Background: an optimization exercise with open tools, aiming at small area, a short achievable clock period and few clock cycles. Do not read the settings as production practice. Function not checked in this run: the RTL went through the layout flow alone. Power is estimated from default activity; no workload was simulated.

<file path="config.mk">
export PLATFORM = sky130hd
export DESIGN_NAME = pot_oversample_ema_hysteresis_top
export DESIGN_NICKNAME = pot_oversample_ema_hysteresis_top
export VERILOG_FILES = /design/flow/design.v
export SDC_FILE = /design/flow/constraint.sdc
export NUM_CORES = 4
export LEC_CHECK = 0
export CAP_MARGIN = 20
export CORE_MARGIN = 2
export CORE_UTILIZATION = 60
export SLEW_MARGIN = 20
</file>
<file path="constraint.sdc">
create_clock -name core_clock -period 20.0 [get_ports {clk}]
set_input_delay 4.0000 -clock core_clock [delete_from_list [all_inputs] [get_ports {clk}]]
set_output_delay 4.0000 -clock core_clock [all_outputs]
set_load 0.01 [all_outputs]
</file>
<file path="design.v">
`timescale 1ns / 1ps
package pot_ema_pkg;
    localparam int CHANNELS            = 8;
    localparam int SAMPLES_PER_AVERAGE = 16;
    localparam int CH_W     = 3;
    localparam int SAMPLE_W = 12;
    localparam int SUM_W    = 16;
    localparam int CNT_W    = 4;
    localparam int AVG_W    = 24;
    localparam int FRAC_W   = 8;
    localparam int LEVEL_W  = 16;
    localparam int WEIGHT_W = 8;
    localparam int THRESH_W = 16;
    localparam int CFG_W    = 16;
    localparam int CFG_IDX_W = 1;
    localparam logic [CNT_W-1:0] BLOCK_END = CNT_W'(SAMPLES_PER_AVERAGE % 16);
    localparam logic [WEIGHT_W-1:0] WEIGHT_RESET = 8'd26;
    localparam logic [THRESH_W-1:0] THRESH_RESET = 16'd328;
    localparam logic [CFG_IDX_W-1:0] REG_WEIGHT    = 1'b0;
    localparam logic [CFG_IDX_W-1:0] REG_THRESHOLD = 1'b1;
    typedef struct packed {
        logic [CH_W-1:0]     channel;
        logic [SAMPLE_W-1:0] sample;
    } in_t;
    typedef struct packed {
        logic [CH_W-1:0]    report_channel;
        logic [LEVEL_W-1:0] smoothed_level;
    } out_t;
    typedef struct packed {
        logic [WEIGHT_W-1:0] smoothing_weight;
        logic [THRESH_W-1:0] report_threshold;
    } cfg_t;
endpackage
`timescale 1ns / 1ps
module pot_ema_cfg (
    input  logic                            clk,
    input  logic                            rst_n,
    input  logic                            cfg_write,
    input  logic [pot_ema_pkg::CFG_IDX_W-1:0] cfg_index,
    input  logic [pot_ema_pkg::CFG_W-1:0]   cfg_data,
    output pot_ema_pkg::cfg_t               cfg
);
    pot_ema_pkg::cfg_t cfg_reg;
    always_ff @(posedge clk or negedge rst_n)
    begin
        if (!rst_n)
        begin
            cfg_reg.smoothing_weight <= pot_ema_pkg::WEIGHT_RESET;
            cfg_reg.report_threshold <= pot_ema_pkg::THRESH_RESET;
        end
        else if (cfg_write)
        begin
            unique case (cfg_index)
                pot_ema_pkg::REG_WEIGHT:
                    cfg_reg.smoothing_weight <= cfg_data[pot_ema_pkg::WEIGHT_W-1:0];
                pot_ema_pkg::REG_THRESHOLD:
                    cfg_reg.report_threshold <= cfg_data[pot_ema_pkg::THRESH_W-1:0];
                default:
                begin
                end
            endcase
        end
    end
    assign cfg = cfg_reg;
endmodule
`timescale 1ns / 1ps
module pot_ema_core (
    input  logic                     clk,
    input  logic                     rst_n,
    input  logic                     in_valid,
    output logic                     in_ready,
    input  pot_ema_pkg::in_t         in_req,
    input  pot_ema_pkg::cfg_t        cfg,
    input  logic                     hold,         
    output logic                     push,         
    output logic [2:0]               push_ch,
    input  logic [2:0]               rd_ch,        
    output logic [15:0]              rd_level
);
    localparam int NP = 8;
    logic [15:0] r_s [NP];
    logic [3:0]  r_n [NP];
    logic [23:0] r_a [NP];
    logic [15:0] r_l [NP];
    logic [NP-1:0] r_z;
    logic [NP-1:0] r_f;
    logic [2:0]  base;
    logic        done1, done2, done3;
    logic        rv;
    logic [2:0]  rch;
    logic [11:0] rx;
    logic        rdy_r;
    logic        cons;
    logic        acc;
    logic        rv_n;
    logic [2:0]  rch_n;
    logic [2:0]  base_n;
    logic        cons_n;
    assign acc    = in_valid && rdy_r;
    assign base_n = base + 3'd1;
    assign rv_n   = acc || (rv && !cons);
    assign rch_n  = acc ? in_req.channel : rch;
    assign cons_n = rv_n && (rch_n == base_n);
    always_ff @(posedge clk or negedge rst_n)
    begin
        if (!rst_n)
        begin
            rv    <= 1'b0;
            rdy_r <= 1'b0;
            cons  <= 1'b0;
            base  <= '0;
        end
        else
        begin
            rv    <= rv_n;
            rdy_r <= !hold && (!rv_n || cons_n);
            cons  <= cons_n;
            base  <= base_n;
        end
    end
    always_ff @(posedge clk)
    begin
        if (acc)
        begin
            rch <= in_req.channel;
            rx  <= in_req.sample;
        end
    end
    assign in_ready = rdy_r;
    logic [15:0] s0, sum0;
    logic [3:0]  n0, cnt0;
    logic [23:0] a0;
    logic        dn0;
    logic [16:0] dh0;
    always_comb
    begin
        s0   = r_z[0] ? 16'd0 : r_s[0];
        n0   = r_z[0] ? 4'd0  : r_n[0];
        a0   = r_z[0] ? 24'd0 : r_a[0];
        sum0 = s0 + 16'(rx);
        cnt0 = n0 + 4'd1;
        dn0  = cons && (n0 == 4'd15);
        dh0  = {1'b0, s0} + 17'(rx) + {1'b1, ~a0[23:8]} + 17'(a0[7:0] == 8'd0);
    end
    logic [7:0]  dl1, w1, nw1;
    logic [24:0] d1;
    logic [23:0] x1, y1;
    logic        c1;
    assign dl1 = 8'd0 - r_a[1][7:0];
    assign d1  = {r_n[1][0], r_s[1], dl1};
    assign w1  = cfg.smoothing_weight;
    assign nw1 = 8'd0 - w1;
    pot_ema_mac u_mac (
        .d  (d1),
        .w  (w1),
        .nw (nw1),
        .a  (r_a[1]),
        .x  (x1),
        .y  (y1),
        .c8 (c1)
    );
    logic [3:0]  e2;      
    logic        c2;
    logic [23:0] a2;
    assign a2 = r_a[2] + {e2, r_n[2], r_s[2]} + 24'(c2);
    logic [15:0] lvl3, l3;
    logic [17:0] up3, dn3;
    logic        rep3;
    always_comb
    begin
        lvl3 = r_a[3][23:8];
        l3   = r_l[3];
        up3  = {2'b00, lvl3} + {2'b11, ~l3} + {2'b11, ~cfg.report_threshold} + 18'd1;
        dn3  = {2'b00, l3} + {2'b11, ~lvl3} + {2'b11, ~cfg.report_threshold} + 18'd1;
        rep3 = done3 && (r_f[3] || !up3[17] || !dn3[17]);
    end
    assign push    = rep3;
    assign push_ch = base - 3'd3;
    always_ff @(posedge clk)
    begin
        r_s[1] <= dn0 ? dh0[15:0] : (cons ? sum0 : s0);
        r_n[1] <= dn0 ? {3'd0, dh0[16]} : (cons ? cnt0 : n0);
        r_a[1] <= a0;
        r_l[1] <= r_l[0];
        r_s[2] <= done1 ? y1[15:0]  : r_s[1];
        r_n[2] <= done1 ? y1[19:16] : r_n[1];
        r_a[2] <= done1 ? x1        : r_a[1];
        r_l[2] <= r_l[1];
        e2     <= y1[23:20];
        c2     <= c1;
        r_s[3] <= done2 ? 16'd0 : r_s[2];
        r_n[3] <= done2 ? 4'd0  : r_n[2];
        r_a[3] <= done2 ? a2    : r_a[2];
        r_l[3] <= r_l[2];
        r_s[4] <= r_s[3];
        r_n[4] <= r_n[3];
        r_a[4] <= r_a[3];
        r_l[4] <= rep3 ? lvl3 : r_l[3];
        for (int i = 5; i < NP; i++)
        begin
            r_s[i] <= r_s[i-1];
            r_n[i] <= r_n[i-1];
            r_a[i] <= r_a[i-1];
            r_l[i] <= r_l[i-1];
        end
        r_s[0] <= r_s[NP-1];
        r_n[0] <= r_n[NP-1];
        r_a[0] <= r_a[NP-1];
        r_l[0] <= r_l[NP-1];
    end
    always_ff @(posedge clk or negedge rst_n)
    begin
        if (!rst_n)
        begin
            r_z   <= '1;
            r_f   <= '1;
            done1 <= 1'b0;
            done2 <= 1'b0;
            done3 <= 1'b0;
        end
        else
        begin
            r_z   <= {r_z[NP-2:1], r_z[0] && !cons, r_z[NP-1]};
            r_f   <= {r_f[NP-2:4], r_f[3] && !rep3, r_f[2:0], r_f[NP-1]};
            done1 <= dn0;
            done2 <= done1;
            done3 <= done2;
        end
    end
    logic [2:0] rd_pos;
    assign rd_pos   = base - rd_ch;
    assign rd_level = r_l[rd_pos];
endmodule
module pot_ema_mac (
    input  logic [24:0] d,
    input  logic [7:0]  w,
    input  logic [7:0]  nw,
    input  logic [23:0] a,
    output logic [23:0] x,
    output logic [23:0] y,
    output logic        c8
);
    logic t1, t2, t3, t4, t5, t6, t7, t8, t9, t10, t11, t12, t13, t14, t15, t16, t17, t18, t19, t20, t21, t22, t23, t24, t25, t26, t27, t28, t29, t30, t31, t32, t33, t34, t35, t36, t37, t38, t39, t40, t41, t42, t43, t44, t45, t46, t47, t48, t49, t50, t51, t52, t53, t54, t55, t56, t57, t58, t59, t60, t61, t62, t63, t64, t65, t66, t67, t68, t69, t70, t71, t72, t73, t74, t75, t76, t77, t78, t79, t80, t81, t82, t83, t84, t85, t86, t87, t88, t89, t90, t91, t92, t93, t94, t95, t96, t97, t98, t99, t100, t101, t102, t103, t104, t105, t106, t107, t108, t109, t110, t111, t112, t113, t114, t115, t116, t117, t118, t119, t120, t121, t122, t123, t124, t125, t126, t127, t128, t129, t130, t131, t132, t133, t134, t135, t136, t137, t138, t139, t140, t141, t142, t143, t144, t145, t146, t147, t148, t149, t150, t151, t152, t153, t154, t155, t156, t157, t158, t159, t160, t161, t162, t163, t164, t165, t166, t167, t168, t169, t170, t171, t172, t173, t174, t175, t176, t177, t178, t179, t180, t181, t182, t183, t184, t185, t186, t187, t188, t189, t190, t191, t192, t193, t194, t195, t196, t197, t198, t199, t200, t201, t202, t203, t204, t205, t206, t207, t208, t209, t210, t211, t212, t213, t214, t215, t216, t217, t218, t219, t220, t221, t222, t223, t224, t225, t226, t227, t228, t229, t230, t231, t232, t233, t234, t235, t236, t237, t238, t239, t240, t241, t242, t243, t244, t245, t246, t247, t248, t249, t250, t251, t252, t253, t254, t255, t256, t257, t258, t259, t260, t261, t262, t263, t264, t265, t266, t267, t268, t269, t270, t271, t272, t273, t274, t275, t276, t277, t278, t279, t280, t281, t282, t283, t284, t285, t286, t287, t288, t289, t290, t291, t292, t293, t294, t295, t296, t297, t298, t299, t300, t301, t302, t303, t304, t305, t306, t307, t308, t309, t310, t311, t312, t313, t314, t315, t316, t317, t318, t319, t320, t321, t322, t323, t324, t325, t326, t327, t328, t329, t330, t331, t332, t333, t334, t335, t336;
    logic [31:0] xs, ys;
    logic [8:0]  lo;
    assign t1 = (d[6] & w[0]) ^ (d[5] & w[1]);
    assign t2 = (d[6] & w[0]) & (d[5] & w[1]);
    assign t3 = (d[7] & w[0]) ^ (d[6] & w[1]) ^ (d[5] & w[2]);
    assign t4 = ((d[7] & w[0]) & (d[6] & w[1])) | ((d[7] & w[0]) & (d[5] & w[2])) | ((d[6] & w[1]) & (d[5] & w[2]));
    assign t5 = (d[4] & w[3]) ^ (d[3] & w[4]) ^ (d[2] & w[5]);
    assign t6 = ((d[4] & w[3]) & (d[3] & w[4])) | ((d[4] & w[3]) & (d[2] & w[5])) | ((d[3] & w[4]) & (d[2] & w[5]));
    assign t7 = (d[8] & w[0]) ^ (d[7] & w[1]) ^ (d[6] & w[2]);
    assign t8 = ((d[8] & w[0]) & (d[7] & w[1])) | ((d[8] & w[0]) & (d[6] & w[2])) | ((d[7] & w[1]) & (d[6] & w[2]));
    assign t9 = (d[5] & w[3]) ^ (d[4] & w[4]) ^ (d[3] & w[5]);
    assign t10 = ((d[5] & w[3]) & (d[4] & w[4])) | ((d[5] & w[3]) & (d[3] & w[5])) | ((d[4] & w[4]) & (d[3] & w[5]));
    assign t11 = (d[2] & w[6]) ^ (d[1] & w[7]);
    assign t12 = (d[2] & w[6]) & (d[1] & w[7]);
    assign t13 = (d[9] & w[0]) ^ (d[8] & w[1]) ^ (d[7] & w[2]);
    assign t14 = ((d[9] & w[0]) & (d[8] & w[1])) | ((d[9] & w[0]) & (d[7] & w[2])) | ((d[8] & w[1]) & (d[7] & w[2]));
    assign t15 = (d[6] & w[3]) ^ (d[5] & w[4]) ^ (d[4] & w[5]);
    assign t16 = ((d[6] & w[3]) & (d[5] & w[4])) | ((d[6] & w[3]) & (d[4] & w[5])) | ((d[5] & w[4]) & (d[4] & w[5]));
    assign t17 = (d[3] & w[6]) ^ (d[2] & w[7]) ^ a[1];
    assign t18 = ((d[3] & w[6]) & (d[2] & w[7])) | ((d[3] & w[6]) & a[1]) | ((d[2] & w[7]) & a[1]);
    assign t19 = (d[10] & w[0]) ^ (d[9] & w[1]) ^ (d[8] & w[2]);
    assign t20 = ((d[10] & w[0]) & (d[9] & w[1])) | ((d[10] & w[0]) & (d[8] & w[2])) | ((d[9] & w[1]) & (d[8] & w[2]));
    assign t21 = (d[7] & w[3]) ^ (d[6] & w[4]) ^ (d[5] & w[5]);
    assign t22 = ((d[7] & w[3]) & (d[6] & w[4])) | ((d[7] & w[3]) & (d[5] & w[5])) | ((d[6] & w[4]) & (d[5] & w[5]));
    assign t23 = (d[4] & w[6]) ^ (d[3] & w[7]) ^ a[2];
    assign t24 = ((d[4] & w[6]) & (d[3] & w[7])) | ((d[4] & w[6]) & a[2]) | ((d[3] & w[7]) & a[2]);
    assign t25 = (d[11] & w[0]) ^ (d[10] & w[1]) ^ (d[9] & w[2]);
    assign t26 = ((d[11] & w[0]) & (d[10] & w[1])) | ((d[11] & w[0]) & (d[9] & w[2])) | ((d[10] & w[1]) & (d[9] & w[2]));
    assign t27 = (d[8] & w[3]) ^ (d[7] & w[4]) ^ (d[6] & w[5]);
    assign t28 = ((d[8] & w[3]) & (d[7] & w[4])) | ((d[8] & w[3]) & (d[6] & w[5])) | ((d[7] & w[4]) & (d[6] & w[5]));
    assign t29 = (d[5] & w[6]) ^ (d[4] & w[7]) ^ a[3];
    assign t30 = ((d[5] & w[6]) & (d[4] & w[7])) | ((d[5] & w[6]) & a[3]) | ((d[4] & w[7]) & a[3]);
    assign t31 = (d[12] & w[0]) ^ (d[11] & w[1]) ^ (d[10] & w[2]);
    assign t32 = ((d[12] & w[0]) & (d[11] & w[1])) | ((d[12] & w[0]) & (d[10] & w[2])) | ((d[11] & w[1]) & (d[10] & w[2]));
    assign t33 = (d[9] & w[3]) ^ (d[8] & w[4]) ^ (d[7] & w[5]);
    assign t34 = ((d[9] & w[3]) & (d[8] & w[4])) | ((d[9] & w[3]) & (d[7] & w[5])) | ((d[8] & w[4]) & (d[7] & w[5]));
    assign t35 = (d[6] & w[6]) ^ (d[5] & w[7]) ^ a[4];
    assign t36 = ((d[6] & w[6]) & (d[5] & w[7])) | ((d[6] & w[6]) & a[4]) | ((d[5] & w[7]) & a[4]);
    assign t37 = (d[13] & w[0]) ^ (d[12] & w[1]) ^ (d[11] & w[2]);
    assign t38 = ((d[13] & w[0]) & (d[12] & w[1])) | ((d[13] & w[0]) & (d[11] & w[2])) | ((d[12] & w[1]) & (d[11] & w[2]));
    assign t39 = (d[10] & w[3]) ^ (d[9] & w[4]) ^ (d[8] & w[5]);
    assign t40 = ((d[10] & w[3]) & (d[9] & w[4])) | ((d[10] & w[3]) & (d[8] & w[5])) | ((d[9] & w[4]) & (d[8] & w[5]));
    assign t41 = (d[7] & w[6]) ^ (d[6] & w[7]) ^ a[5];
    assign t42 = ((d[7] & w[6]) & (d[6] & w[7])) | ((d[7] & w[6]) & a[5]) | ((d[6] & w[7]) & a[5]);
    assign t43 = (d[14] & w[0]) ^ (d[13] & w[1]) ^ (d[12] & w[2]);
    assign t44 = ((d[14] & w[0]) & (d[13] & w[1])) | ((d[14] & w[0]) & (d[12] & w[2])) | ((d[13] & w[1]) & (d[12] & w[2]));
    assign t45 = (d[11] & w[3]) ^ (d[10] & w[4]) ^ (d[9] & w[5]);
    assign t46 = ((d[11] & w[3]) & (d[10] & w[4])) | ((d[11] & w[3]) & (d[9] & w[5])) | ((d[10] & w[4]) & (d[9] & w[5]));
    assign t47 = (d[8] & w[6]) ^ (d[7] & w[7]) ^ a[6];
    assign t48 = ((d[8] & w[6]) & (d[7] & w[7])) | ((d[8] & w[6]) & a[6]) | ((d[7] & w[7]) & a[6]);
    assign t49 = (d[15] & w[0]) ^ (d[14] & w[1]) ^ (d[13] & w[2]);
    assign t50 = ((d[15] & w[0]) & (d[14] & w[1])) | ((d[15] & w[0]) & (d[13] & w[2])) | ((d[14] & w[1]) & (d[13] & w[2]));
    assign t51 = (d[12] & w[3]) ^ (d[11] & w[4]) ^ (d[10] & w[5]);
    assign t52 = ((d[12] & w[3]) & (d[11] & w[4])) | ((d[12] & w[3]) & (d[10] & w[5])) | ((d[11] & w[4]) & (d[10] & w[5]));
    assign t53 = (d[9] & w[6]) ^ (d[8] & w[7]) ^ a[7];
    assign t54 = ((d[9] & w[6]) & (d[8] & w[7])) | ((d[9] & w[6]) & a[7]) | ((d[8] & w[7]) & a[7]);
    assign t55 = (d[16] & w[0]) ^ (d[15] & w[1]) ^ (d[14] & w[2]);
    assign t56 = ((d[16] & w[0]) & (d[15] & w[1])) | ((d[16] & w[0]) & (d[14] & w[2])) | ((d[15] & w[1]) & (d[14] & w[2]));
    assign t57 = (d[13] & w[3]) ^ (d[12] & w[4]) ^ (d[11] & w[5]);
    assign t58 = ((d[13] & w[3]) & (d[12] & w[4])) | ((d[13] & w[3]) & (d[11] & w[5])) | ((d[12] & w[4]) & (d[11] & w[5]));
    assign t59 = (d[10] & w[6]) ^ (d[9] & w[7]) ^ a[8];
    assign t60 = ((d[10] & w[6]) & (d[9] & w[7])) | ((d[10] & w[6]) & a[8]) | ((d[9] & w[7]) & a[8]);
    assign t61 = (d[17] & w[0]) ^ (d[16] & w[1]) ^ (d[15] & w[2]);
    assign t62 = ((d[17] & w[0]) & (d[16] & w[1])) | ((d[17] & w[0]) & (d[15] & w[2])) | ((d[16] & w[1]) & (d[15] & w[2]));
    assign t63 = (d[14] & w[3]) ^ (d[13] & w[4]) ^ (d[12] & w[5]);
    assign t64 = ((d[14] & w[3]) & (d[13] & w[4])) | ((d[14] & w[3]) & (d[12] & w[5])) | ((d[13] & w[4]) & (d[12] & w[5]));
    assign t65 = (d[11] & w[6]) ^ (d[10] & w[7]) ^ a[9];
    assign t66 = ((d[11] & w[6]) & (d[10] & w[7])) | ((d[11] & w[6]) & a[9]) | ((d[10] & w[7]) & a[9]);
    assign t67 = (d[18] & w[0]) ^ (d[17] & w[1]) ^ (d[16] & w[2]);
    assign t68 = ((d[18] & w[0]) & (d[17] & w[1])) | ((d[18] & w[0]) & (d[16] & w[2])) | ((d[17] & w[1]) & (d[16] & w[2]));
    assign t69 = (d[15] & w[3]) ^ (d[14] & w[4]) ^ (d[13] & w[5]);
    assign t70 = ((d[15] & w[3]) & (d[14] & w[4])) | ((d[15] & w[3]) & (d[13] & w[5])) | ((d[14] & w[4]) & (d[13] & w[5]));
    assign t71 = (d[12] & w[6]) ^ (d[11] & w[7]) ^ a[10];
    assign t72 = ((d[12] & w[6]) & (d[11] & w[7])) | ((d[12] & w[6]) & a[10]) | ((d[11] & w[7]) & a[10]);
    assign t73 = (d[19] & w[0]) ^ (d[18] & w[1]) ^ (d[17] & w[2]);
    assign t74 = ((d[19] & w[0]) & (d[18] & w[1])) | ((d[19] & w[0]) & (d[17] & w[2])) | ((d[18] & w[1]) & (d[17] & w[2]));
    assign t75 = (d[16] & w[3]) ^ (d[15] & w[4]) ^ (d[14] & w[5]);
    assign t76 = ((d[16] & w[3]) & (d[15] & w[4])) | ((d[16] & w[3]) & (d[14] & w[5])) | ((d[15] & w[4]) & (d[14] & w[5]));
    assign t77 = (d[13] & w[6]) ^ (d[12] & w[7]) ^ a[11];
    assign t78 = ((d[13] & w[6]) & (d[12] & w[7])) | ((d[13] & w[6]) & a[11]) | ((d[12] & w[7]) & a[11]);
    assign t79 = (d[20] & w[0]) ^ (d[19] & w[1]) ^ (d[18] & w[2]);
    assign t80 = ((d[20] & w[0]) & (d[19] & w[1])) | ((d[20] & w[0]) & (d[18] & w[2])) | ((d[19] & w[1]) & (d[18] & w[2]));
    assign t81 = (d[17] & w[3]) ^ (d[16] & w[4]) ^ (d[15] & w[5]);
    assign t82 = ((d[17] & w[3]) & (d[16] & w[4])) | ((d[17] & w[3]) & (d[15] & w[5])) | ((d[16] & w[4]) & (d[15] & w[5]));
    assign t83 = (d[14] & w[6]) ^ (d[13] & w[7]) ^ a[12];
    assign t84 = ((d[14] & w[6]) & (d[13] & w[7])) | ((d[14] & w[6]) & a[12]) | ((d[13] & w[7]) & a[12]);
    assign t85 = (d[21] & w[0]) ^ (d[20] & w[1]) ^ (d[19] & w[2]);
    assign t86 = ((d[21] & w[0]) & (d[20] & w[1])) | ((d[21] & w[0]) & (d[19] & w[2])) | ((d[20] & w[1]) & (d[19] & w[2]));
    assign t87 = (d[18] & w[3]) ^ (d[17] & w[4]) ^ (d[16] & w[5]);
    assign t88 = ((d[18] & w[3]) & (d[17] & w[4])) | ((d[18] & w[3]) & (d[16] & w[5])) | ((d[17] & w[4]) & (d[16] & w[5]));
    assign t89 = (d[15] & w[6]) ^ (d[14] & w[7]) ^ a[13];
    assign t90 = ((d[15] & w[6]) & (d[14] & w[7])) | ((d[15] & w[6]) & a[13]) | ((d[14] & w[7]) & a[13]);
    assign t91 = (d[22] & w[0]) ^ (d[21] & w[1]) ^ (d[20] & w[2]);
    assign t92 = ((d[22] & w[0]) & (d[21] & w[1])) | ((d[22] & w[0]) & (d[20] & w[2])) | ((d[21] & w[1]) & (d[20] & w[2]));
    assign t93 = (d[19] & w[3]) ^ (d[18] & w[4]) ^ (d[17] & w[5]);
    assign t94 = ((d[19] & w[3]) & (d[18] & w[4])) | ((d[19] & w[3]) & (d[17] & w[5])) | ((d[18] & w[4]) & (d[17] & w[5]));
    assign t95 = (d[16] & w[6]) ^ (d[15] & w[7]) ^ a[14];
    assign t96 = ((d[16] & w[6]) & (d[15] & w[7])) | ((d[16] & w[6]) & a[14]) | ((d[15] & w[7]) & a[14]);
    assign t97 = (d[23] & w[0]) ^ (d[22] & w[1]) ^ (d[21] & w[2]);
    assign t98 = ((d[23] & w[0]) & (d[22] & w[1])) | ((d[23] & w[0]) & (d[21] & w[2])) | ((d[22] & w[1]) & (d[21] & w[2]));
    assign t99 = (d[20] & w[3]) ^ (d[19] & w[4]) ^ (d[18] & w[5]);
    assign t100 = ((d[20] & w[3]) & (d[19] & w[4])) | ((d[20] & w[3]) & (d[18] & w[5])) | ((d[19] & w[4]) & (d[18] & w[5]));
    assign t101 = (d[17] & w[6]) ^ (d[16] & w[7]) ^ a[15];
    assign t102 = ((d[17] & w[6]) & (d[16] & w[7])) | ((d[17] & w[6]) & a[15]) | ((d[16] & w[7]) & a[15]);
    assign t103 = (d[23] & w[1]) ^ (d[22] & w[2]) ^ (d[21] & w[3]);
    assign t104 = ((d[23] & w[1]) & (d[22] & w[2])) | ((d[23] & w[1]) & (d[21] & w[3])) | ((d[22] & w[2]) & (d[21] & w[3]));
    assign t105 = (d[20] & w[4]) ^ (d[19] & w[5]) ^ (d[18] & w[6]);
    assign t106 = ((d[20] & w[4]) & (d[19] & w[5])) | ((d[20] & w[4]) & (d[18] & w[6])) | ((d[19] & w[5]) & (d[18] & w[6]));
    assign t107 = (d[17] & w[7]) ^ (d[24] & nw[0]) ^ a[16];
    assign t108 = ((d[17] & w[7]) & (d[24] & nw[0])) | ((d[17] & w[7]) & a[16]) | ((d[24] & nw[0]) & a[16]);
    assign t109 = (d[23] & w[2]) ^ (d[22] & w[3]) ^ (d[21] & w[4]);
    assign t110 = ((d[23] & w[2]) & (d[22] & w[3])) | ((d[23] & w[2]) & (d[21] & w[4])) | ((d[22] & w[3]) & (d[21] & w[4]));
    assign t111 = (d[20] & w[5]) ^ (d[19] & w[6]) ^ (d[18] & w[7]);
    assign t112 = ((d[20] & w[5]) & (d[19] & w[6])) | ((d[20] & w[5]) & (d[18] & w[7])) | ((d[19] & w[6]) & (d[18] & w[7]));
    assign t113 = (d[24] & nw[1]) ^ a[17];
    assign t114 = (d[24] & nw[1]) & a[17];
    assign t115 = (d[23] & w[3]) ^ (d[22] & w[4]) ^ (d[21] & w[5]);
    assign t116 = ((d[23] & w[3]) & (d[22] & w[4])) | ((d[23] & w[3]) & (d[21] & w[5])) | ((d[22] & w[4]) & (d[21] & w[5]));
    assign t117 = (d[20] & w[6]) ^ (d[19] & w[7]) ^ (d[24] & nw[2]);
    assign t118 = ((d[20] & w[6]) & (d[19] & w[7])) | ((d[20] & w[6]) & (d[24] & nw[2])) | ((d[19] & w[7]) & (d[24] & nw[2]));
    assign t119 = (d[23] & w[4]) ^ (d[22] & w[5]) ^ (d[21] & w[6]);
    assign t120 = ((d[23] & w[4]) & (d[22] & w[5])) | ((d[23] & w[4]) & (d[21] & w[6])) | ((d[22] & w[5]) & (d[21] & w[6]));
    assign t121 = (d[4] & w[0]) ^ (d[3] & w[1]);
    assign t122 = (d[4] & w[0]) & (d[3] & w[1]);
    assign t123 = (d[5] & w[0]) ^ (d[4] & w[1]) ^ (d[3] & w[2]);
    assign t124 = ((d[5] & w[0]) & (d[4] & w[1])) | ((d[5] & w[0]) & (d[3] & w[2])) | ((d[4] & w[1]) & (d[3] & w[2]));
    assign t125 = (d[2] & w[3]) ^ (d[1] & w[4]);
    assign t126 = (d[2] & w[3]) & (d[1] & w[4]);
    assign t127 = t1 ^ (d[4] & w[2]) ^ (d[3] & w[3]);
    assign t128 = (t1 & (d[4] & w[2])) | (t1 & (d[3] & w[3])) | ((d[4] & w[2]) & (d[3] & w[3]));
    assign t129 = (d[2] & w[4]) ^ (d[1] & w[5]) ^ (d[0] & w[6]);
    assign t130 = ((d[2] & w[4]) & (d[1] & w[5])) | ((d[2] & w[4]) & (d[0] & w[6])) | ((d[1] & w[5]) & (d[0] & w[6]));
    assign t131 = t2 ^ t3 ^ t5;
    assign t132 = (t2 & t3) | (t2 & t5) | (t3 & t5);
    assign t133 = (d[1] & w[6]) ^ (d[0] & w[7]) ^ 1'b1;
    assign t134 = ((d[1] & w[6]) & (d[0] & w[7])) | ((d[1] & w[6]) & 1'b1) | ((d[0] & w[7]) & 1'b1);
    assign t135 = t4 ^ t6 ^ t7;
    assign t136 = (t4 & t6) | (t4 & t7) | (t6 & t7);
    assign t137 = t9 ^ t11 ^ a[0];
    assign t138 = (t9 & t11) | (t9 & a[0]) | (t11 & a[0]);
    assign t139 = t8 ^ t10 ^ t12;
    assign t140 = (t8 & t10) | (t8 & t12) | (t10 & t12);
    assign t141 = t13 ^ t15 ^ t17;
    assign t142 = (t13 & t15) | (t13 & t17) | (t15 & t17);
    assign t143 = t14 ^ t16 ^ t18;
    assign t144 = (t14 & t16) | (t14 & t18) | (t16 & t18);
    assign t145 = t19 ^ t21 ^ t23;
    assign t146 = (t19 & t21) | (t19 & t23) | (t21 & t23);
    assign t147 = t20 ^ t22 ^ t24;
    assign t148 = (t20 & t22) | (t20 & t24) | (t22 & t24);
    assign t149 = t25 ^ t27 ^ t29;
    assign t150 = (t25 & t27) | (t25 & t29) | (t27 & t29);
    assign t151 = t26 ^ t28 ^ t30;
    assign t152 = (t26 & t28) | (t26 & t30) | (t28 & t30);
    assign t153 = t31 ^ t33 ^ t35;
    assign t154 = (t31 & t33) | (t31 & t35) | (t33 & t35);
    assign t155 = t32 ^ t34 ^ t36;
    assign t156 = (t32 & t34) | (t32 & t36) | (t34 & t36);
    assign t157 = t37 ^ t39 ^ t41;
    assign t158 = (t37 & t39) | (t37 & t41) | (t39 & t41);
    assign t159 = t38 ^ t40 ^ t42;
    assign t160 = (t38 & t40) | (t38 & t42) | (t40 & t42);
    assign t161 = t43 ^ t45 ^ t47;
    assign t162 = (t43 & t45) | (t43 & t47) | (t45 & t47);
    assign t163 = t44 ^ t46 ^ t48;
    assign t164 = (t44 & t46) | (t44 & t48) | (t46 & t48);
    assign t165 = t49 ^ t51 ^ t53;
    assign t166 = (t49 & t51) | (t49 & t53) | (t51 & t53);
    assign t167 = t50 ^ t52 ^ t54;
    assign t168 = (t50 & t52) | (t50 & t54) | (t52 & t54);
    assign t169 = t55 ^ t57 ^ t59;
    assign t170 = (t55 & t57) | (t55 & t59) | (t57 & t59);
    assign t171 = t56 ^ t58 ^ t60;
    assign t172 = (t56 & t58) | (t56 & t60) | (t58 & t60);
    assign t173 = t61 ^ t63 ^ t65;
    assign t174 = (t61 & t63) | (t61 & t65) | (t63 & t65);
    assign t175 = t62 ^ t64 ^ t66;
    assign t176 = (t62 & t64) | (t62 & t66) | (t64 & t66);
    assign t177 = t67 ^ t69 ^ t71;
    assign t178 = (t67 & t69) | (t67 & t71) | (t69 & t71);
    assign t179 = t68 ^ t70 ^ t72;
    assign t180 = (t68 & t70) | (t68 & t72) | (t70 & t72);
    assign t181 = t73 ^ t75 ^ t77;
    assign t182 = (t73 & t75) | (t73 & t77) | (t75 & t77);
    assign t183 = t74 ^ t76 ^ t78;
    assign t184 = (t74 & t76) | (t74 & t78) | (t76 & t78);
    assign t185 = t79 ^ t81 ^ t83;
    assign t186 = (t79 & t81) | (t79 & t83) | (t81 & t83);
    assign t187 = t80 ^ t82 ^ t84;
    assign t188 = (t80 & t82) | (t80 & t84) | (t82 & t84);
    assign t189 = t85 ^ t87 ^ t89;
    assign t190 = (t85 & t87) | (t85 & t89) | (t87 & t89);
    assign t191 = t86 ^ t88 ^ t90;
    assign t192 = (t86 & t88) | (t86 & t90) | (t88 & t90);
    assign t193 = t91 ^ t93 ^ t95;
    assign t194 = (t91 & t93) | (t91 & t95) | (t93 & t95);
    assign t195 = t92 ^ t94 ^ t96;
    assign t196 = (t92 & t94) | (t92 & t96) | (t94 & t96);
    assign t197 = t97 ^ t99 ^ t101;
    assign t198 = (t97 & t99) | (t97 & t101) | (t99 & t101);
    assign t199 = t98 ^ t100 ^ t102;
    assign t200 = (t98 & t100) | (t98 & t102) | (t100 & t102);
    assign t201 = t103 ^ t105 ^ t107;
    assign t202 = (t103 & t105) | (t103 & t107) | (t105 & t107);
    assign t203 = t104 ^ t106 ^ t108;
    assign t204 = (t104 & t106) | (t104 & t108) | (t106 & t108);
    assign t205 = t109 ^ t111 ^ t113;
    assign t206 = (t109 & t111) | (t109 & t113) | (t111 & t113);
    assign t207 = t110 ^ t112 ^ t114;
    assign t208 = (t110 & t112) | (t110 & t114) | (t112 & t114);
    assign t209 = t115 ^ t117 ^ a[18];
    assign t210 = (t115 & t117) | (t115 & a[18]) | (t117 & a[18]);
    assign t211 = t116 ^ t118 ^ t119;
    assign t212 = (t116 & t118) | (t116 & t119) | (t118 & t119);
    assign t213 = (d[20] & w[7]) ^ (d[24] & nw[3]) ^ a[19];
    assign t214 = ((d[20] & w[7]) & (d[24] & nw[3])) | ((d[20] & w[7]) & a[19]) | ((d[24] & nw[3]) & a[19]);
    assign t215 = t120 ^ (d[23] & w[5]) ^ (d[22] & w[6]);
    assign t216 = (t120 & (d[23] & w[5])) | (t120 & (d[22] & w[6])) | ((d[23] & w[5]) & (d[22] & w[6]));
    assign t217 = (d[21] & w[7]) ^ (d[24] & nw[4]) ^ a[20];
    assign t218 = ((d[21] & w[7]) & (d[24] & nw[4])) | ((d[21] & w[7]) & a[20]) | ((d[24] & nw[4]) & a[20]);
    assign t219 = (d[23] & w[6]) ^ (d[22] & w[7]) ^ (d[24] & nw[5]);
    assign t220 = ((d[23] & w[6]) & (d[22] & w[7])) | ((d[23] & w[6]) & (d[24] & nw[5])) | ((d[22] & w[7]) & (d[24] & nw[5]));
    assign t221 = (d[3] & w[0]) ^ (d[2] & w[1]);
    assign t222 = (d[3] & w[0]) & (d[2] & w[1]);
    assign t223 = t121 ^ (d[2] & w[2]) ^ (d[1] & w[3]);
    assign t224 = (t121 & (d[2] & w[2])) | (t121 & (d[1] & w[3])) | ((d[2] & w[2]) & (d[1] & w[3]));
    assign t225 = t122 ^ t123 ^ t125;
    assign t226 = (t122 & t123) | (t122 & t125) | (t123 & t125);
    assign t227 = t124 ^ t126 ^ t127;
    assign t228 = (t124 & t126) | (t124 & t127) | (t126 & t127);
    assign t229 = t128 ^ t130 ^ t131;
    assign t230 = (t128 & t130) | (t128 & t131) | (t130 & t131);
    assign t231 = t132 ^ t134 ^ t135;
    assign t232 = (t132 & t134) | (t132 & t135) | (t134 & t135);
    assign t233 = t136 ^ t138 ^ t139;
    assign t234 = (t136 & t138) | (t136 & t139) | (t138 & t139);
    assign t235 = t140 ^ t142 ^ t143;
    assign t236 = (t140 & t142) | (t140 & t143) | (t142 & t143);
    assign t237 = t144 ^ t146 ^ t147;
    assign t238 = (t144 & t146) | (t144 & t147) | (t146 & t147);
    assign t239 = t148 ^ t150 ^ t151;
    assign t240 = (t148 & t150) | (t148 & t151) | (t150 & t151);
    assign t241 = t152 ^ t154 ^ t155;
    assign t242 = (t152 & t154) | (t152 & t155) | (t154 & t155);
    assign t243 = t156 ^ t158 ^ t159;
    assign t244 = (t156 & t158) | (t156 & t159) | (t158 & t159);
    assign t245 = t160 ^ t162 ^ t163;
    assign t246 = (t160 & t162) | (t160 & t163) | (t162 & t163);
    assign t247 = t164 ^ t166 ^ t167;
    assign t248 = (t164 & t166) | (t164 & t167) | (t166 & t167);
    assign t249 = t168 ^ t170 ^ t171;
    assign t250 = (t168 & t170) | (t168 & t171) | (t170 & t171);
    assign t251 = t172 ^ t174 ^ t175;
    assign t252 = (t172 & t174) | (t172 & t175) | (t174 & t175);
    assign t253 = t176 ^ t178 ^ t179;
    assign t254 = (t176 & t178) | (t176 & t179) | (t178 & t179);
    assign t255 = t180 ^ t182 ^ t183;
    assign t256 = (t180 & t182) | (t180 & t183) | (t182 & t183);
    assign t257 = t184 ^ t186 ^ t187;
    assign t258 = (t184 & t186) | (t184 & t187) | (t186 & t187);
    assign t259 = t188 ^ t190 ^ t191;
    assign t260 = (t188 & t190) | (t188 & t191) | (t190 & t191);
    assign t261 = t192 ^ t194 ^ t195;
    assign t262 = (t192 & t194) | (t192 & t195) | (t194 & t195);
    assign t263 = t196 ^ t198 ^ t199;
    assign t264 = (t196 & t198) | (t196 & t199) | (t198 & t199);
    assign t265 = t200 ^ t202 ^ t203;
    assign t266 = (t200 & t202) | (t200 & t203) | (t202 & t203);
    assign t267 = t204 ^ t206 ^ t207;
    assign t268 = (t204 & t206) | (t204 & t207) | (t206 & t207);
    assign t269 = t208 ^ t210 ^ t211;
    assign t270 = (t208 & t210) | (t208 & t211) | (t210 & t211);
    assign t271 = t212 ^ t214 ^ t215;
    assign t272 = (t212 & t214) | (t212 & t215) | (t214 & t215);
    assign t273 = t216 ^ t218 ^ t219;
    assign t274 = (t216 & t218) | (t216 & t219) | (t218 & t219);
    assign t275 = t220 ^ (d[23] & w[7]) ^ (d[24] & nw[6]);
    assign t276 = (t220 & (d[23] & w[7])) | (t220 & (d[24] & nw[6])) | ((d[23] & w[7]) & (d[24] & nw[6]));
    assign t277 = (d[2] & w[0]) ^ (d[1] & w[1]);
    assign t278 = (d[2] & w[0]) & (d[1] & w[1]);
    assign t279 = t221 ^ (d[1] & w[2]) ^ (d[0] & w[3]);
    assign t280 = (t221 & (d[1] & w[2])) | (t221 & (d[0] & w[3])) | ((d[1] & w[2]) & (d[0] & w[3]));
    assign t281 = t222 ^ t223 ^ (d[0] & w[4]);
    assign t282 = (t222 & t223) | (t222 & (d[0] & w[4])) | (t223 & (d[0] & w[4]));
    assign t283 = t224 ^ t225 ^ (d[0] & w[5]);
    assign t284 = (t224 & t225) | (t224 & (d[0] & w[5])) | (t225 & (d[0] & w[5]));
    assign t285 = t226 ^ t227 ^ t129;
    assign t286 = (t226 & t227) | (t226 & t129) | (t227 & t129);
    assign t287 = t228 ^ t229 ^ t133;
    assign t288 = (t228 & t229) | (t228 & t133) | (t229 & t133);
    assign t289 = t230 ^ t231 ^ t137;
    assign t290 = (t230 & t231) | (t230 & t137) | (t231 & t137);
    assign t291 = t232 ^ t233 ^ t141;
    assign t292 = (t232 & t233) | (t232 & t141) | (t233 & t141);
    assign t293 = t234 ^ t235 ^ t145;
    assign t294 = (t234 & t235) | (t234 & t145) | (t235 & t145);
    assign t295 = t236 ^ t237 ^ t149;
    assign t296 = (t236 & t237) | (t236 & t149) | (t237 & t149);
    assign t297 = t238 ^ t239 ^ t153;
    assign t298 = (t238 & t239) | (t238 & t153) | (t239 & t153);
    assign t299 = t240 ^ t241 ^ t157;
    assign t300 = (t240 & t241) | (t240 & t157) | (t241 & t157);
    assign t301 = t242 ^ t243 ^ t161;
    assign t302 = (t242 & t243) | (t242 & t161) | (t243 & t161);
    assign t303 = t244 ^ t245 ^ t165;
    assign t304 = (t244 & t245) | (t244 & t165) | (t245 & t165);
    assign t305 = t246 ^ t247 ^ t169;
    assign t306 = (t246 & t247) | (t246 & t169) | (t247 & t169);
    assign t307 = t248 ^ t249 ^ t173;
    assign t308 = (t248 & t249) | (t248 & t173) | (t249 & t173);
    assign t309 = t250 ^ t251 ^ t177;
    assign t310 = (t250 & t251) | (t250 & t177) | (t251 & t177);
    assign t311 = t252 ^ t253 ^ t181;
    assign t312 = (t252 & t253) | (t252 & t181) | (t253 & t181);
    assign t313 = t254 ^ t255 ^ t185;
    assign t314 = (t254 & t255) | (t254 & t185) | (t255 & t185);
    assign t315 = t256 ^ t257 ^ t189;
    assign t316 = (t256 & t257) | (t256 & t189) | (t257 & t189);
    assign t317 = t258 ^ t259 ^ t193;
    assign t318 = (t258 & t259) | (t258 & t193) | (t259 & t193);
    assign t319 = t260 ^ t261 ^ t197;
    assign t320 = (t260 & t261) | (t260 & t197) | (t261 & t197);
    assign t321 = t262 ^ t263 ^ t201;
    assign t322 = (t262 & t263) | (t262 & t201) | (t263 & t201);
    assign t323 = t264 ^ t265 ^ t205;
    assign t324 = (t264 & t265) | (t264 & t205) | (t265 & t205);
    assign t325 = t266 ^ t267 ^ t209;
    assign t326 = (t266 & t267) | (t266 & t209) | (t267 & t209);
    assign t327 = t268 ^ t269 ^ t213;
    assign t328 = (t268 & t269) | (t268 & t213) | (t269 & t213);
    assign t329 = t270 ^ t271 ^ t217;
    assign t330 = (t270 & t271) | (t270 & t217) | (t271 & t217);
    assign t331 = t272 ^ t273 ^ a[21];
    assign t332 = (t272 & t273) | (t272 & a[21]) | (t273 & a[21]);
    assign t333 = t274 ^ t275 ^ a[22];
    assign t334 = (t274 & t275) | (t274 & a[22]) | (t275 & a[22]);
    assign t335 = t276 ^ (d[24] & nw[7]) ^ a[23];
    assign t336 = (t276 & (d[24] & nw[7])) | (t276 & a[23]) | ((d[24] & nw[7]) & a[23]);
    assign xs = {t334, t332, t330, t328, t326, t324, t322, t320, t318, t316, t314, t312, t310, t308, t306, t304, t302, t300, t298, t296, t294, t292, t290, t288, t286, t284, t282, t280, t278, t277, (d[1] & w[0]), (d[0] & w[0])};
    assign ys = {t335, t333, t331, t329, t327, t325, t323, t321, t319, t317, t315, t313, t311, t309, t307, t305, t303, t301, t299, t297, t295, t293, t291, t289, t287, t285, t283, t281, t279, (d[0] & w[2]), (d[0] & w[1]), 1'b0};
    assign lo = {1'b0, xs[7:0]} + {1'b0, ys[7:0]};
    assign c8 = lo[8];
    assign x  = xs[31:8];
    assign y  = ys[31:8];
endmodule
`timescale 1ns / 1ps
module pot_ema_out (
    input  logic               clk,
    input  logic               rst_n,
    input  logic               push,
    input  logic [2:0]         push_ch,
    output logic [2:0]         rd_ch,
    input  logic [15:0]        rd_level,
    output logic               hold,
    output logic               out_valid,
    input  logic               out_ready,
    output pot_ema_pkg::out_t  out_req
);
    logic [2:0] q_ch [8];
    logic [2:0] wp, rp;
    logic [3:0] cnt;
    logic [5:0] age;
    logic       valid_reg;
    logic       pop;
    pot_ema_pkg::out_t data_reg;
    assign pop   = (cnt != 4'd0) && (!valid_reg || out_ready);
    assign rd_ch = q_ch[rp];
    assign hold  = age[5];
    always_ff @(posedge clk or negedge rst_n)
    begin
        if (!rst_n)
        begin
            wp        <= '0;
            rp        <= '0;
            cnt       <= '0;
            age       <= '0;
            valid_reg <= 1'b0;
        end
        else
        begin
            if (push)
                wp <= wp + 3'd1;
            if (pop)
                rp <= rp + 3'd1;
            cnt <= cnt + 4'(push) - 4'(pop);
            if (cnt == 4'd0)
                age <= '0;
            else if (!age[5])
                age <= age + 6'd1;
            if (!valid_reg || out_ready)
                valid_reg <= pop;
        end
    end
    always_ff @(posedge clk)
    begin
        if (push)
            q_ch[wp] <= push_ch;
        if (pop)
        begin
            data_reg.report_channel <= rd_ch;
            data_reg.smoothed_level <= rd_level;
        end
    end
    assign out_valid = valid_reg;
    assign out_req   = data_reg;
endmodule
`timescale 1ns / 1ps
module pot_oversample_ema_hysteresis_top (
    input  logic                              clk,
    input  logic                              rst_n,
    input  logic                              in_valid,
    output logic                              in_ready,
    input  logic [14:0]                       in_req,
    output logic                              out_valid,
    input  logic                              out_ready,
    output logic [18:0]                       out_req,
    input  logic                              cfg_write,
    input  logic [pot_ema_pkg::CFG_IDX_W-1:0] cfg_index,
    input  logic [pot_ema_pkg::CFG_W-1:0]     cfg_data
);
    pot_ema_pkg::cfg_t cfg;
    pot_ema_pkg::in_t  in_req_s;
    pot_ema_pkg::out_t out_req_s;
    assign in_req_s = in_req;
    assign out_req  = out_req_s;
    logic        hold;
    logic        push;
    logic [2:0]  push_ch;
    logic [2:0]  rd_ch;
    logic [15:0] rd_level;
    pot_ema_cfg u_cfg (
        .clk       (clk),
        .rst_n     (rst_n),
        .cfg_write (cfg_write),
        .cfg_index (cfg_index),
        .cfg_data  (cfg_data),
        .cfg       (cfg)
    );
    pot_ema_core u_core (
        .clk       (clk),
        .rst_n     (rst_n),
        .in_valid  (in_valid),
        .in_ready  (in_ready),
        .in_req    (in_req_s),
        .cfg       (cfg),
        .hold      (hold),
        .push      (push),
        .push_ch   (push_ch),
        .rd_ch     (rd_ch),
        .rd_level  (rd_level)
    );
    pot_ema_out u_out (
        .clk       (clk),
        .rst_n     (rst_n),
        .push      (push),
        .push_ch   (push_ch),
        .rd_ch     (rd_ch),
        .rd_level  (rd_level),
        .hold      (hold),
        .out_valid (out_valid),
        .out_ready (out_ready),
        .out_req   (out_req_s)
    );
endmodule
</file>
<file path="run.sh">
#!/bin/bash
# synth_recipe.tcl (not shown) runs the flow's synth.tcl, then flattens the netlist and writes it again
# the make line also repeats each setting of config.mk as NAME=value (left out here)
make -C /OpenROAD-flow-scripts/flow DESIGN_CONFIG=/design/flow/config.mk WORK_HOME=/design/flow/orfs CLKGATE_MAP_FILE= SYNTH_SCRIPT=/design/flow/synth_recipe.tcl finish
</file>
==> results.txt <==
Outcome = finished clean
CP Class = flip-flop to primary output
Largest net degree at the start of global routing = 67
Longest Clk Path Bufs = 3
Crit share post-route = 0.278
PortBufs = 57
First-pass GRT wire length = 92.5 mm
Max Slew Vio Count = 0
Number of synthesized flops with an enable pin = 55
Hold Crit Depth = 0
TritonCTS clock tree = done
Ant. Diodes = 0
Max transition margin = 0.253
Max VDD drop = 0.000113 V
CP cell instances = clkdlybuf4s50_1
Leak Pwr = 13.1 nW
Mapped Area = 26700 µm²
Max-cap violations = 0
Total I/O pin count = 58
Fin nets = 2696
Cts-stage hold buffer count = 0
Final ANT Viol Nets = 0
Compound-gate portion of the synthesized area = 0.0598
Post-CTS Setup Bufs = 0
Die width = 215 µm
Routability congestion estimate = 0.851
Dpl cells = 2869
Largest register by flop count = u_core.r_a
Hold Startpoint = u_core.r_a[4][2]
Hold Path End = u_core.r_a[5][2]
Ys async rst share = 0.108
Worst-skew pair later-pin latency = 0.65 ns
Syn_nets = 2644
Top sig layer = met4
Synth-to-Final Area Change = 12.3%
Worst slew pin tran = 1.12 ns
CTS clk-pin slew, worst paths = 0.06 ns
Met3 routed WL = 2.46 mm
HPWL reported at the end of detailed placement = 40.5 mm
Synthesized flop and latch total = 609
Synth Instances = 2287
Gr ovfl total = 0
Sink Count = 609
Fin Hold WS = 0.300 ns
Post-synthesis simple-gate area fraction = 0.0896
Total CTS buffers = 60
Unique masters post-synth = 64
Layout Cells excl Fill = 2982
Worst Reg-to-Reg Cells = 16
Biggest regs = u_core.r_a: 192 flops, u_core.r_l: 128 flops, u_core.r_s: 128 flops
Fin crit period = 5.56 ns
Pwr dens = 119 nW/µm²
TritonRoute pass-1 iters = 5
DR iter-0 viols = 853
RR Startpoint = u_core.r_z[0]
Worst Hold Class = flip-flop to flip-flop
H-Tree Depth = 2
Setup crit start kind = flip-flop
Final worst slack = 14.44 ns
DR vias/cell = 5.26
Multiplexer area fraction after synthesis = 0.0693
Avg WL per Cell = 18.9 µm
Fin Clk Skew = 0.0395 ns
Max reg flops = 192
Top_reg_cell synth = dfxtp_1
Root Buffer = clkbuf_16
Worst EP arrival = 1.56 ns
Row cnt = 77
CP endpoint kind = primary output
DRC Markers = 0
Setup tns final = 0 ns
Share of cells above drive strength 1 = 0.111
Gates resized, CTS repair = 0
Wl on met1 = 24.8 mm
Vias in the first global route = 17000
Xor and xnor area share after synthesis = 0.0243
Reg2reg setup slack = 15.11 ns
Initial Utilization = 0.606
Initial antenna violation count = 0
Overall Global Routing Usage = 0.258
Ys Warns = 11
Total Wirelength = 56.4 mm
Main combinational cell family by area after synthesis = adder cells
Highest clock rate = 180 MHz
Final Hold Fails = 0
Vias = 15700
Finish-stage setup viols = 0
Met2 Routed Length = 27.0 mm
Pre-CTS setup slack = 13.81 ns
RSZ-0062 raised after global routing = false
Worst-path fanout max = 3
Critical-path cell with the highest stage delay = clkdlybuf4s50_1
FF-to-FF End = u_core.r_n[1][0]
Post-Synthesis Mean Instance Area = 11.7 µm²
Core footprint = 44000 µm²
Die Y = 215 µm
CP top delay family = buffers and inverters
Sequential-to-total area share from yosys stat = 0.491
Die area = 46200 µm²
CP peak stage delay = 0.54 ns
Final core area utilization = 0.680
CP Data Required Time = 16.00 ns
Post-synthesis adder-cell area fraction = 0.208
CP bufs+invs = 1
==> power breakdown <==
part	leakage, nW	internal, mW	total, mW	switching [mW]
Combinational	6.81	0.399	0.892	0.493
Clock	1.06	0.701	1.19	0.491
Sequential	5.24	1.37	1.49	0.126
Total	13.1	2.47	3.58	1.11
==> synth_stat cells, types with 33 or more instances <==
library cell | n | area share
o21ai_0 | 67 | 0.013
dfrtp_1 | 44 | 0.041
nor2b_1 | 57 | 0.013
a21oi_1 | 58 | 0.011
a21o_1 | 33 | 0.0093
dfxtp_1 | 488 | 0.37
mux2_2 | 89 | 0.038
fa_1 | 207 | 0.16
clkbuf_1 | 59 | 0.0083
nor2_1 | 56 | 0.0079
and2_1 | 97 | 0.023
xnor2_1 | 49 | 0.016
ha_1 | 113 | 0.053
nand2_1 | 196 | 0.028
edfxtp_1 | 55 | 0.062
mux2i_1 | 35 | 0.013
inv_1 | 320 | 0.045
==> layout by cell type, fill, tap and decap left out, types with 42 or more instances in the layout <==
cell type | synthesis | layout
fa_1 | 207 | 206
mux2_2 | 89 | 89
dfrtp_1 | 44 | 42
edfxtp_1 | 55 | 55
ha_1 | 113 | 113
nor2_1 | 56 | 56
nor2b_1 | 57 | 57
clkbuf_16 | 0 | 64
clkdlybuf4s50_1 | 0 | 56
inv_1 | 320 | 320
dfxtp_1 | 488 | 488
o21ai_0 | 67 | 66
a21oi_1 | 58 | 57
xnor2_1 | 49 | 48
nand2_1 | 196 | 196
and2_1 | 97 | 97
==> layer usage <==
layer  up-vias  GRT usage
met5         -          0
met4         0      0.109
met3       130     0.0423
met2       335      0.425
met1      7755      0.342
li1       7463          -
==> cell families after synthesis <==
group | Yosys count
flip-flops | 609
multiplexers | 146
AO/OA/AOI/OAI | 252
adder cells (fa/ha/maj) | 320
XOR/XNOR | 73
AND/OR/NAND/NOR | 484
buffers and inverters | 403
==> stage by stage <==
stage | power [mW] | cell area (µm²)
4_1_cts | 3.61 | 29900
5_1_grt | 3.81 | 29900
6_report | 3.58 | 29900
3_5_place_dp | 2.40 | 27800
2_1_floorplan | 2.13 | 26700
3_3_place_gp | 2.38 | 27800
==> cell type report <==
class / instances / area (µm²)
clock inverters: 33 / 408
fillers: 3333 / 14100
flip-flops and latches: 609 / 13100
well taps: 592 / 741
repair buffers: 72 / 681
inverters: 321 / 1200
clock buffers: 80 / 1750
multi-input cells: 1275 / 12100
==> worst max path at each step <==
stage / startpoint / to / slack, ns / cells past startpoint
3_5_place_dp: out_ready / u_out.cnt[3] / 13.81 / 10
4_1_cts: u_out.valid_reg / out_valid / 14.40 / 1
3_3_place_gp: out_ready / u_out.cnt[3] / 13.86 / 10
6_report: u_out.valid_reg / out_valid / 14.44 / 1
2_1_floorplan: out_ready / u_out.cnt[3] / 13.60 / 8
5_1_grt: out_ready / u_out.cnt[3] / 14.35 / 10

-- what the ideal ports hide --
How much do the figures lean on ideal ports? The routed layout below was timed once more, with nothing changed but the port constraints. Step 1: set_driving_cell puts a clkbuf_16 on clk and a buf_2 on each other input, an assumption about the parent block. Step 2 also shifts input and output timing later by t, the mid clock arrival at the registers, as if the neighbouring blocks saw the same clock. a / b / c = ideal / step 1 / step 2; a / b = the first two.
t (ns): 0.688
slack for setup (ns): 14.438 / 14.380 / 13.835
hold slack, ns: 0.300 / 0.300 / 0.300
After both steps this run still meets setup and hold. The setup slack of this run moves by -0.058 ns with the drivers and by -0.603 ns with both steps.
